Source: an optimization exercise on an open RTL-to-GDS flow (aim: small area and a short achievable clock period). Production flows keep margins and buffers that such runs may drop.
Function was checked by simulation only, so behaviour that the tests miss may differ from the original.
No activity file was given, so power comes from the tool's default toggle rates.

==> flow/design.v <==
module regfile_mp #(
    parameter int DataWidth      = 32,
    parameter int NumRegs        = 32,
    parameter int IndexWidth     = $clog2(NumRegs),
    parameter int NumReadPorts   = 2,
    parameter int NumWritePorts  = 2,
    parameter bit ZeroReg        = 1'b1,
    parameter bit Bypass         = 1'b1,
    parameter bit RegisteredRead = 1'b0
) (
    input  logic                                    i_clk,
    input  logic                                    i_rst,
    input  logic [NumWritePorts-1:0]                i_writeEn,
    input  logic [NumWritePorts*IndexWidth-1:0]     i_writeAddr,
    input  logic [NumWritePorts*DataWidth-1:0]      i_writeData,
    input  logic [NumWritePorts*(DataWidth/8)-1:0]  i_writeByteEn,
    input  logic [NumReadPorts*IndexWidth-1:0]      i_readAddr,
    output logic [NumReadPorts*DataWidth-1:0]       o_readData,
    input  logic                                    i_clearReq,
    output logic                                    o_clearBusy,
    output logic                                    o_writeConflict,
    output logic [NumRegs*DataWidth-1:0]            o_debugRegs
);
    localparam int NumBytes = DataWidth / 8;
    localparam logic [IndexWidth:0]   LP_NUM_REGS = (IndexWidth+1)'(NumRegs);
    localparam logic [IndexWidth-1:0] LP_LAST     = IndexWidth'(NumRegs - 1);
    typedef enum logic {ST_IDLE = 1'b0, ST_SWEEP = 1'b1} state_t;
    state_t                 r_state;
    logic [IndexWidth-1:0]  r_cnt;
    logic                   r_clearBusy;
    logic                   r_writeConflict;
    logic [DataWidth-1:0]   r_regs [NumRegs];
    logic [NumWritePorts-1:0] w_wvalid;
    logic [DataWidth-1:0]     w_next [NumRegs];
    logic [DataWidth-1:0]     w_rd   [NumReadPorts];
    logic                     w_conflict;
    function automatic logic addr_valid(input logic [IndexWidth-1:0] a);
        addr_valid = (({1'b0, a} < LP_NUM_REGS) && !(ZeroReg && (a == '0)));
    endfunction
    always_comb begin
        for (int p = 0; p < NumWritePorts; p++) begin
            w_wvalid[p] = i_writeEn[p] && addr_valid(i_writeAddr[p*IndexWidth +: IndexWidth]);
        end
    end
    always_comb begin
        for (int r = 0; r < NumRegs; r++) begin
            w_next[r] = r_regs[r];
            for (int p = 0; p < NumWritePorts; p++) begin
                if (w_wvalid[p] && !r_clearBusy &&
                    (i_writeAddr[p*IndexWidth +: IndexWidth] == IndexWidth'(r))) begin
                    for (int b = 0; b < NumBytes; b++) begin
                        if (i_writeByteEn[p*NumBytes + b]) begin
                            w_next[r][b*8 +: 8] = i_writeData[p*DataWidth + b*8 +: 8];
                        end
                    end
                end
            end
        end
    end
    always_comb begin
        w_conflict = 1'b0;
        for (int p = 0; p < NumWritePorts; p++) begin
            for (int q = p + 1; q < NumWritePorts; q++) begin
                if (w_wvalid[p] && w_wvalid[q] &&
                    (i_writeAddr[p*IndexWidth +: IndexWidth] == i_writeAddr[q*IndexWidth +: IndexWidth])) begin
                    w_conflict = 1'b1;
                end
            end
        end
    end
    always_comb begin
        for (int i = 0; i < NumReadPorts; i++) begin
            w_rd[i] = '0;
            for (int r = 0; r < NumRegs; r++) begin
                if (i_readAddr[i*IndexWidth +: IndexWidth] == IndexWidth'(r)) begin
                    w_rd[i] = (Bypass && !r_clearBusy) ? w_next[r] : r_regs[r];
                end
            end
        end
    end
    generate
        if (RegisteredRead) begin : g_reg_read
            logic [NumReadPorts*DataWidth-1:0] r_readData;
            always_ff @(posedge i_clk) begin
                if (i_rst) begin
                    r_readData <= '0;
                end else begin
                    for (int i = 0; i < NumReadPorts; i++) begin
                        r_readData[i*DataWidth +: DataWidth] <= w_rd[i];
                    end
                end
            end
            assign o_readData = r_readData;
        end else begin : g_comb_read
            always_comb begin
                for (int i = 0; i < NumReadPorts; i++) begin
                    o_readData[i*DataWidth +: DataWidth] = w_rd[i];
                end
            end
        end
    endgenerate
    always_ff @(posedge i_clk) begin
        if (i_rst) begin
            r_state     <= ST_IDLE;
            r_cnt       <= '0;
            r_clearBusy <= 1'b0;
        end else begin
            case (r_state)
                ST_IDLE: begin
                    if (i_clearReq) begin
                        r_state     <= ST_SWEEP;
                        r_cnt       <= '0;
                        r_clearBusy <= 1'b1;
                    end
                end
                ST_SWEEP: begin
                    if (r_cnt == LP_LAST) begin
                        r_state     <= ST_IDLE;
                        r_clearBusy <= 1'b0;
                    end else begin
                        r_cnt <= r_cnt + 1'b1;
                    end
                end
                default: begin
                    r_state     <= ST_IDLE;
                    r_clearBusy <= 1'b0;
                end
            endcase
        end
    end
    always_ff @(posedge i_clk) begin
        if (i_rst) begin
            r_writeConflict <= 1'b0;
        end else begin
            r_writeConflict <= w_conflict;
        end
    end
    always_ff @(posedge i_clk) begin
        for (int r = 0; r < NumRegs; r++) begin
            if (i_rst) begin
                r_regs[r] <= '0;
            end else if (r_clearBusy && (r_cnt == IndexWidth'(r))) begin
                r_regs[r] <= '0;
            end else begin
                r_regs[r] <= w_next[r];
            end
        end
    end
    always_comb begin
        for (int r = 0; r < NumRegs; r++) begin
            o_debugRegs[r*DataWidth +: DataWidth] = r_regs[r];
        end
    end
    assign o_clearBusy     = r_clearBusy;
    assign o_writeConflict = r_writeConflict;
endmodule
==> flow/run.sh <==
#!/bin/bash
# synth_recipe.tcl (not shown) runs the flow's synth.tcl, then flattens the netlist and writes it again
# the make line also repeats each setting of config.mk as NAME=value (left out here)
make -C /OpenROAD-flow-scripts/flow DESIGN_CONFIG=/design/flow/config.mk WORK_HOME=/design/flow/orfs CLKGATE_MAP_FILE= SYNTH_SCRIPT=/design/flow/synth_recipe.tcl finish
==> flow/config.mk <==
export PLATFORM = sky130hd
export DESIGN_NAME = regfile_mp
export DESIGN_NICKNAME = regfile_mp
export VERILOG_FILES = /design/flow/design.v
export SDC_FILE = /design/flow/constraint.sdc
export NUM_CORES = 4
export LEC_CHECK = 0
export CAP_MARGIN = 20
export CORE_MARGIN = 2
export CORE_UTILIZATION = 20
export PLACE_DENSITY = 0.28
export SETUP_SLACK_MARGIN = 0.4
export SLEW_MARGIN = 20
==> flow/constraint.sdc <==
create_clock -name core_clock -period 10.0 [get_ports {i_clk}]
set_input_delay 2.0000 -clock core_clock [delete_from_list [all_inputs] [get_ports {i_clk}]]
set_output_delay 2.0000 -clock core_clock [all_outputs]
set_load 0.01 [all_outputs]
==> run notes <==
-- power by group --
group	internal [mW]	switching, mW
combinational	0.610	1.82
clock	3.57	2.58
sequential	4.15	0.0636
-- stage by stage --
stage	cells	util [%]	hold slack (ns)
after CTS	16208	27.3	0.530
after detailed placement	15917	25.9	0.522
after global placement	15916	25.8	0.514
after floorplan	10103	-	0.518
final	16273	27.4	0.527
after global routing	16216	27.3	0.535
-- what timing repair did --
item | 4_1_cts | 5_1_grt
buffers inserted | 0 | 0
hold buffers | 0 | 0
resized for setup | 6 | 1
endpoints found under the setup margin | 4 | 1
-- cell families after synthesis --
kind of cell	after synthesis	synth area share (%)
compound gates	3319	28.8
xor+xnor	4	0.0478
fa+ha+maj	6	0.102
buf+inv	1208	6.83
flops	1032	28.2
mux	526	7.41
simple gates	4008	28.7
-- path summary, 6_finish.rpt --
check,endpoint,slack (ns),depth (start not counted)
worst max-delay path,o_readData[16],0.26,12
worst min-delay path,r_regs[0][12]$_SDFF_PP0_,0.53,1
worst max register to register,r_regs[30][1]$_SDFF_PP0_,6.06,9
worst min register to register,r_regs[0][12]$_SDFF_PP0_,0.53,1
-- synth_stat cells (all sizes together) (33+ instances only) --
master,instances,share of area [%]
a2111oi,45,0.57
a211oi,143,1.5
nand4bb,33,0.53
dfxtp,1032,28
a31oi,386,3.4
nand4,110,0.98
inv,42,0.22
nor3,258,1.9
or2,35,0.30
o2111ai,33,0.39
or3,77,0.66
a22oi,137,1.4
a311oi,51,0.61
nor2,1023,5.3
a21oi,608,4.2
and3,72,0.61
nor2b,326,2.8
a21o,55,0.56
nand3,786,5.4
nand2,549,2.8
and2,338,2.9
o21a,33,0.34
o21ai,1054,7.2
a221oi,85,1.0
o211ai,115,1.2
buf,327,2.3
clkbuf,838,4.3
a22o,41,0.49
mux2,94,1.4
nor4,191,1.7
mux2i,428,5.8
a31o,42,0.50
o22ai,151,1.3
o221ai,57,0.68
-- critical path, delay by kind of cell --
family | cells | cell delay [ns]
compound gates | 3 | 1.28
buf+inv | 5 | 2.22
simple gates | 4 | 2.05
-- routing by layer --
metal / GRT usage [%] / part of all wire, %
met1: 52.8 / 42
met4: 25.9 / 7.7
met3: 6.69 / 7.6
met2: 60.8 / 42
met5: 0 / 0.010
-- layout make-up --
cell class | instances | area share (%)
clock inverter | 40 | 0.463
antenna | 65 | 0.163
tap | 4816 | 6.02
multi-input combinational | 7863 | 48.2
clock buffer | 251 | 4.90
inverter | 43 | 0.161
sequential | 1032 | 20.7
timing repair buffer | 2163 | 19.4
-- state kept, by name, summed over array words and instances, names as in the netlist --
name	flops
r_regs	1024
r_clearBusy	1
r_cnt	5
r_state	1
r_writeConflict	1
==> results.yml <==
sta:
  tns_ns: 0
  finClkSkew_ns: 0.0391
  hold_viol: 0
  fmax_ghz: 0.103
  worst_pin_slew_ns: 1.28
  rsz0062_at_grt: "false"
  setup_viol: 0
  slew_headroom_pct: 13.7
  fin_ws_ns: 0.259
  min_period_ns: 9.74
  drv_slew: 0
  fin_crit_sh_pct: 97.4
grt:
  grt_pass1_vias: 93606
  grt-ovfl-total: 0
  antenna_found_initial: 123
  grt_max_degree: 64
  grt_pass1_wl_um: 996000
  track_usage_pct: 40.2
power_and_ir_drop:
  finalPower_mw: 12.8
  vdd_ir_drop_max_mv: 0.110
  leakagePower_nw: 36.2
  power_density_mw_per_mm2: 128
worst_setup_path:
  path_common_cell: "buf_4"
  critPathLaunchType: "input port"
  slowest_stage: "and4bb_2"
  cp_cell_sequence: "buf_4 -> and4bb_2 -> buf_4 -> nand3_1 -> nand3_1 -> o21ai_0 -> o211ai_1 -> a2111oi_0 -> buf_4 -> nor3_1 -> buf_4 -> clkdlybuf4s50_1"
  end_kind: "output port"
  startpoint: "i_writeAddr[3]"
  crit_type: "input port to output port"
  cp.required_ns: 8.00
  worstPathArrival_ns: 7.74
  max_stage_delay_ns: 0.97
  path_max_fanout: 44
  r2r_start: "r_clearBusy$_SDFFE_PP0P_"
placement:
  place.gp.congestion: 1.01
  place_ws_ns: -0.0612
  place_area_mm2: 0.0945
  io_buffers: 1186
  dp_hpwl_um: 634000
drt:
  drc: 0
  first_iter_violations: 13779
  firstDrtPassIters: 7
  avgViaCountPerCell: 6.09
  num_vias: 99085
  totalWireLength_um: 784000
  drt-wirelength-per-cell_um: 48.2
  postRouteAntennaNets: 0
layout:
  ff_latch_area_mm2: 0.0207
  multi_input_area_mm2: 0.0482
  n_fill_cell: 39741
  final_cell_mix: "clkdlybuf4s50_1 (1082), dfxtp_1 (1031), o21ai_0 (1006)"
  final_common_cell: "clkdlybuf4s50_1"
  nNetsFinal: 11369
  drive_above_1_share_pct: 15.2
  final_area_mm2: 0.100
  synthToLayoutAreaGrowth_pct: 36.5
cts:
  cts_sinks: 1032
  cts_inserted_buffers: 163
  htree_levels: 4
  clock_latency_ns: 0.90
  path_clk_slew_ns: 0.06
  clk_path_buf_depth: 4
  cts_tree: "yes"
  cts_root_buffer: "clkbuf_16"
floorplan:
  core_mm2: 0.365
  io_pins: 1187
  initial_utilization_pct: 20.1
  rows: 222
  die_w_um: 609
  die_area_mm2: 0.371
  die_h_um: 609
logic_synthesis:
  ys_seq_elements: 1032
  synth_cells: 10103
  ys_seq_area_share_pct: 28.2
  syn_avg_cell_area_um2: 7.25
  ys_async_sr_fraction_pct: 0
  synth_edf_count: 0
  synth_ff_type: "dfxtp_1"
  synth_cell_types: 116
  synth_nets: 10206
  netlist_area_mm2: 0.0733
  synth-warning-count: 4
outcome:
  status: "no timing/DRC/antenna violations"
min_path:
  min_path_type: "register to register"
  worstHoldStart: "r_regs[0][12]$_SDFF_PP0_"
job:
  drv_cap: 0

afterwards: timing with drivers on the ports:
The results above use ideal ports. As a check the final layout listed here was re-extracted and re-timed, cells and wires unchanged. Step 1, drivers: a clkbuf_16 drives i_clk and a buf_2 each remaining input, both assumed. Step 2, shift: input delay + t, output delay - t, t = (earliest + latest rising clock arrival at the registers) / 2. This alone moves slack from input paths to output paths. Three values: no drivers, after step 1, after step 2; two values: the first two.
shift t [ns]: 1.003
setup slack, ns: 0.259 / 0.008 / 0.008
slew at the worst register clock pin (ns): 0.07 / 0.07
worst slew at a driven data input, ns: 0.29
After both steps this run still meets setup and hold. For this run, drivers alone change the setup slack by -0.251 ns; drivers and shift together by -0.251 ns.
